Source: an optimization exercise on an open RTL-to-GDS flow (aim: small area, a short achievable clock period and few clock cycles per item). Production flows keep margins and buffers that such runs may drop. Function was checked by simulation only, so behaviour that the tests miss may differ from the original.

==> run a <==
Design mult_div_ctrl, start of the top module:
module mult_div_ctrl #(
  parameter int DATA_WIDTH = 32,
  parameter int CNT_WIDTH  = 6
) (
  input  logic                      clk,
  input  logic                      rst,
  input  logic                      flush,
  input  logic                      stall_hold,
  input  logic [5:0]                funct,
  input  logic [DATA_WIDTH-1:0]     operand_1,
  input  logic [DATA_WIDTH-1:0]     operand_2,
  output logic                      mult_div_done,
  output logic [2*DATA_WIDTH-1:0]   mult_div_result
);
Settings: LEC_CHECK=0, ABC_CLOCK_PERIOD_IN_PS=3500, CAP_MARGIN=20, CORE_MARGIN=2, CORE_UTILIZATION=40, SLEW_MARGIN=20; clock period 14.0 ns.
run.sh (not shown) runs the stock make flow with config.mk's settings and CLKGATE_MAP_FILE= SYNTH_SCRIPT=/design/flow/synth_recipe.tcl, a recipe that flattens the netlist after the stock synthesis.
==> inputs of run b, as changes to run a <==
==> flow/design.v (replaced) <==
`timescale 1ns/1ps
module mult_div_ctrl #(
  parameter int DATA_WIDTH = 32,
  parameter int CNT_WIDTH  = 6
) (
  input  logic                      clk,
  input  logic                      rst,
  input  logic                      flush,
  input  logic                      stall_hold,
  input  logic [5:0]                funct,
  input  logic [DATA_WIDTH-1:0]     operand_1,
  input  logic [DATA_WIDTH-1:0]     operand_2,
  output logic                      mult_div_done,
  output logic [2*DATA_WIDTH-1:0]   mult_div_result
);
  logic s_idle, s_mul, s_corr, s_dpre, s_dpre2, s_div, s_fix, s_done;
  logic n_done_fast;
  logic n_idle, n_mul, n_corr, n_dpre, n_dpre2, n_div, n_fix, n_done;
  logic [33:0] r_a;       
  logic [31:0] r_b;       
  logic [33:0] r_m;       
  logic [5:0]  r_cnt;
  logic [5:0]  r_bn;      
  logic [5:0]  r_bd;      
  logic        r_sn;      
  logic        r_negq;    
  logic        r_corr;    
  logic        r_take;    
  logic r_one0, r_two0, r_neg0, r_one1, r_two1, r_neg1, r_c0, r_cin;
  logic w_is_op, w_is_div, w_signed, w_start, w_negq_in, w_ext1, w_ext2;
  assign w_is_op   = (funct[5:2] == 4'b0110);
  assign w_is_div  = funct[1];
  assign w_signed  = ~funct[0];
  assign w_ext1    = w_signed & operand_1[31];
  assign w_ext2    = w_signed & operand_2[31];
  assign w_negq_in = w_ext1 ^ w_ext2;
  function automatic logic [2:0] booth(input logic [2:0] g);
    booth[2] = g[1] ^ g[0];
    booth[1] = (g == 3'b011) | (g == 3'b100);
    booth[0] = g[2] & ~(g[1] & g[0]);
  endfunction
  function automatic logic [5:0] bitlen(input logic [31:0] x);
    bitlen = 6'd0;
    for (int i = 0; i < 32; i++) if (x[i]) bitlen = i + 1;
  endfunction
  logic [37:0] w_m, w_a, w_x0, w_x1, w_pp0, w_pp1, w_cs_s, w_cs_c, w_sum;
  logic [38:0] w_add;
  logic        w_allp, w_take;
  assign w_m  = {{4{r_m[33]}}, r_m};
  assign w_a  = {{4{r_a[33]}}, r_a};
  assign w_x0 = ({38{r_one0}} & w_m) | ({38{r_two0}} & {w_m[36:0], 1'b0});
  assign w_x1 = ({38{r_one1}} & w_m) | ({38{r_two1}} & {w_m[36:0], 1'b0});
  assign w_pp0 = w_x0 ^ {38{r_neg0}};
  assign w_pp1 = {w_x1[35:0] ^ {36{r_neg1}}, r_neg1, r_neg1};
  assign w_cs_s = w_a ^ w_pp0 ^ w_pp1;
  assign w_cs_c = {(w_a[36:0] & w_pp0[36:0]) | (w_a[36:0] & w_pp1[36:0]) | (w_pp0[36:0] & w_pp1[36:0]), r_c0};
  assign w_add  = {w_cs_s, 1'b1} + {w_cs_c, r_cin};
  assign w_sum  = w_add[38:1];
  assign w_allp = &(w_cs_s[36:0] ^ w_cs_c[36:0]);
  assign w_take = r_sn ? (w_sum[37] ^ w_allp) : ~w_sum[37];
  logic [5:0]  w_k;
  logic [33:0] w_m_align;
  logic        w_dzero;
  assign w_k       = r_bn - r_bd + {5'd0, r_sn};
  assign w_m_align = r_m << w_k;
  assign w_dzero   = (r_m == 34'd0);
  logic w_cnt0;
  assign w_cnt0 = (r_cnt == 6'd0);
  always_comb begin
    n_idle = 1'b0; n_mul = 1'b0; n_corr = 1'b0; n_dpre = 1'b0; n_dpre2 = 1'b0;
    n_div = 1'b0; n_fix = 1'b0; n_done = 1'b0;
    if (flush) begin
      n_idle = 1'b1;
    end else begin
      if (s_idle) begin
        if (w_is_op) begin
          n_dpre = w_is_div;
          n_mul  = ~w_is_div;
        end else begin
          n_idle = 1'b1;
        end
      end
      if (s_mul) begin
        n_mul  = ~w_cnt0;
        n_corr = w_cnt0 & r_corr;
        n_done = w_cnt0 & ~r_corr;
      end
      if (s_corr) n_done = 1'b1;
      if (s_dpre) begin
        n_dpre2 = ~w_dzero & r_negq;
        n_div   = ~w_dzero & ~r_negq & w_take;
        n_done  = w_dzero | (~r_negq & ~w_take);
      end
      if (s_dpre2) begin
        n_div  = r_take;
        n_done = ~r_take;
      end
      if (s_div) begin
        n_div  = ~w_cnt0;
        n_fix  = w_cnt0 & ~w_take;
        n_done = w_cnt0 & w_take;
      end
      if (s_fix) n_done = 1'b1;
      if (s_done) begin
        n_done = stall_hold;
        n_idle = ~stall_hold;
      end
    end
  end
  always_ff @(posedge clk or posedge rst) begin
    if (rst) begin
      s_idle  <= 1'b1;
      s_mul   <= 1'b0;
      s_corr  <= 1'b0;
      s_dpre  <= 1'b0;
      s_dpre2 <= 1'b0;
      s_div   <= 1'b0;
      s_fix   <= 1'b0;
      s_done  <= 1'b0;
    end else begin
      s_idle  <= n_idle;
      s_mul   <= n_mul;
      s_corr  <= n_corr;
      s_dpre  <= n_dpre;
      s_dpre2 <= n_dpre2;
      s_div   <= n_div;
      s_fix   <= n_fix;
      s_done  <= n_done_fast;
    end
  end
  function automatic logic [7:0] divctl(input logic inv);
    divctl = {1'b1, 1'b0, inv, 1'b0, 1'b0, ~inv, 1'b0, 1'b1};
  endfunction
  logic [2:0] w_bt0_in, w_bt1_in, w_bt0, w_bt1;
  assign w_bt0_in = booth({operand_1[1:0], 1'b0});
  assign w_bt1_in = booth(operand_1[3:1]);
  assign w_bt0    = booth(r_b[5:3]);
  assign w_bt1    = booth(r_b[7:5]);
  logic [7:0] w_ctl_other, w_ctl_div;
  always_comb begin
    w_ctl_other = {r_one0, r_two0, r_neg0, r_one1, r_two1, r_neg1, r_c0, r_cin};
    if (s_idle) begin
      if (w_is_div) w_ctl_other = divctl(~w_negq_in);
      else          w_ctl_other = {w_bt0_in, w_bt1_in, w_bt0_in[0], w_bt1_in[0]};
    end
    if (s_mul) begin
      if (w_cnt0) w_ctl_other = 8'b1000_0000;   
      else        w_ctl_other = {w_bt0, w_bt1, w_bt0[0], w_bt1[0]};
    end
    if (s_dpre && r_negq) w_ctl_other = divctl(r_negq);
    if (s_dpre2) w_ctl_other = divctl(~r_negq);
  end
  assign w_ctl_div = (s_dpre && r_negq) ? 8'b0000_0000 : divctl(~r_negq);
  always_ff @(posedge clk) begin
    if (s_div)
      {r_one0, r_two0, r_neg0, r_one1, r_two1, r_neg1, r_c0, r_cin} <= w_take ? w_ctl_div : divctl(r_negq);
    else if (s_dpre && r_negq && w_take)
      {r_one0, r_two0, r_neg0, r_one1, r_two1, r_neg1, r_c0, r_cin} <= 8'b0000_0000;
    else
      {r_one0, r_two0, r_neg0, r_one1, r_two1, r_neg1, r_c0, r_cin} <= w_ctl_other;
  end
  always_ff @(posedge clk) begin
    if (s_idle) begin
      r_a    <= w_is_div ? {{2{w_ext1}}, operand_1} : 34'd0;
      r_m    <= {{2{w_ext2}}, operand_2};
      r_b    <= operand_1;
      r_cnt  <= 6'd7;
      r_bn   <= bitlen({w_ext1, operand_1[31:1]} ^ operand_1);
      r_bd   <= bitlen({w_ext2, operand_2[31:1]} ^ operand_2);
      r_sn   <= w_ext1;
      r_negq <= w_negq_in;
      r_corr <= ~w_signed & operand_1[31];
    end
    if (s_mul) begin
      r_a   <= w_sum[37:4];
      r_b   <= {w_sum[3:0], r_b[31:4]};
      r_cnt <= r_cnt - 6'd1;
    end
    if (s_corr || s_dpre2 || s_div || s_fix) begin
      r_a <= w_sum[33:0];
    end
    if (s_dpre) begin
      if (r_negq) r_a <= w_sum[33:0];
      else        r_m <= w_m_align;
      r_b    <= w_dzero ? 32'hFFFF_FFFF : 32'd0;
      r_cnt  <= w_k;
      r_take <= w_take;
    end
    if (s_dpre2) begin
      r_m <= w_m_align;
      r_b <= {32{r_take}};
    end
    if (s_div) begin
      r_b <= {r_b[30:0], w_take ^ r_negq};
      if (!w_cnt0) r_m <= {r_m[33], r_m[33:1]};
      r_cnt <= r_cnt - 6'd1;
    end
  end
  logic w_done_base, w_done_take, w_done_keep;
  assign w_done_base = ~flush & ((s_mul & w_cnt0 & ~r_corr) | s_corr | s_fix | (s_dpre2 & ~r_take) |
                                 (s_dpre & w_dzero) | (s_done & stall_hold));
  assign w_done_take = ~flush & s_div & w_cnt0;
  assign w_done_keep = ~flush & s_dpre & ~r_negq;
  assign n_done_fast = w_done_base | (w_take ? w_done_take : w_done_keep);
  assign mult_div_done = s_done;
  assign mult_div_result = {r_a[31:0], r_b};
endmodule
==> flow/flow/run.sh (new file) <==
#!/bin/bash
# Standard ORFS layout (the standard.sh, all steps), with setup repair aiming for
# 10 ns of slack at the design's 14 ns clock. The make output is kept in standard_make.log;
# each tool's own log is under orfs/logs/.
set -euo pipefail
bash standard.sh SETUP_SLACK_MARGIN=10 finish > standard_make.log 2>&1
==> flow/standard.sh (new file) <==
#!/bin/bash
# synth_recipe.tcl (not shown) runs the flow's synth.tcl, then flattens the netlist and writes it again
# the make line also repeats each setting of config.mk as NAME=value (left out here)
make -C /OpenROAD-flow-scripts/flow DESIGN_CONFIG=/design/flow/config.mk WORK_HOME=/design/flow/orfs CLKGATE_MAP_FILE= SYNTH_SCRIPT=/design/flow/synth_recipe.tcl "${@:-finish}"
--- a/flow/config.mk
+++ b/flow/config.mk
@@ -4,9 +4,9 @@
 export VERILOG_FILES = /design/flow/design.v
 export SDC_FILE = /design/flow/constraint.sdc
 export NUM_CORES = 4
 export LEC_CHECK = 0
 export ABC_CLOCK_PERIOD_IN_PS = 3500
 export CAP_MARGIN = 20
 export CORE_MARGIN = 2
-export CORE_UTILIZATION = 40
+export CORE_UTILIZATION = 60
 export SLEW_MARGIN = 20
removed: flow/run.sh
==> flow_metrics.py <==
metrics = {
    "synth": {
        "synth_xor_xnor_area_share_pct": 7.11,
        "ys_seq_area_share_pct": 23.3,
        "async_flop_share_pct": 5.80,
        "ys_top_cells_by_area": "edfxtp_1 (13%), dfxtp_1 (9.1%), mux2i_1 (7.7%)",
        "syn-num-nets": 2018,
        "synthCells": 1850,
    },
    "critical_path": {
        "path_depth": 15,
        "crit_fanout": 8,
        "path_common_cell": "a31o_1",
        "critPathLaunch": "r_one0$_DFFE_PP_",
    },
    "grt": {
        "use_met1_pct": 53.6,
    },
    "finish": {
        "multi_input_area_share_pct": 62.0,
        "finalInstanceArea_sq_mm": 0.0177,
        "nNetsFinal": 2048,
    },
    "timing": {
        "slew_headroom_pct": 19.3,
    },
    "outcome": {
        "status": "no timing/DRC/antenna violations",
    },
    "placed_design": {
        "postPlaceCellArea_sq_mm": 0.0160,
    },
}
Source of the figures above: run b

==> flow_metrics.py <==
metrics = {
    "finish": {
        "nNetsFinal": 1894,
        "multi_input_area_share_pct": 61.0,
        "finalInstanceArea_sq_mm": 0.0164,
        "nonClkBufAreaFrac_pct": 9.73,
    },
    "critical_path": {
        "crit_fanout": 47,
        "path_common_cell": "a21oi_1",
        "path_depth": 23,
    },
    "outcome": {
        "status": "no timing/DRC/antenna violations",
    },
    "synth": {
        "syn-num-nets": 1900,
        "synthCells": 1731,
        "synth_xor_xnor_area_share_pct": 7.82,
        "async_flop_share_pct": 4.88,
    },
    "timing": {
        "slew_headroom_pct": 33.6,
    },
    "placed_design": {
        "postPlaceCellArea_sq_mm": 0.0157,
    },
    "grt": {
        "grt_pass1_vias": 13100,
    },
}
Source of the figures above: run a

Testbench counts of run a, summed over its fixed seeds: cycles 20,135, items 2,048.
Testbench counts of run b, summed over its fixed seeds: cycles 20,471, items 2,048.

==> port drivers added, routing unchanged <==
No port has a modelled driver above. Below, the same layouts with a new extraction and two added sets of constraints.
Step 1 assumes that a clkbuf_16 drives the clock port and a buf_2 every other input.
Step 2 moves the port delays by t, midway between the first and last clock arrival at a register: inputs arrive t later, outputs are due t later. That takes back most of the time a late clock gives input paths.
Slacks: ideal ports / drivers / drivers and shift; pairs: ideal ports / drivers.
| run | t, ns | slack for setup (ns) | worst slew at a driven data input, ns |
|---|---|---|---|
| run a | 0.489 | 7.020 / 7.020 / 7.020 | 0.08 |
| run b | 0.486 | 9.581 / 9.581 / 9.216 | 0.07 |
After both steps setup and hold are still met in every run listed. The setup slack of run b, which loses most, moves by 0.000 ns with the drivers and by -0.365 ns with both steps.
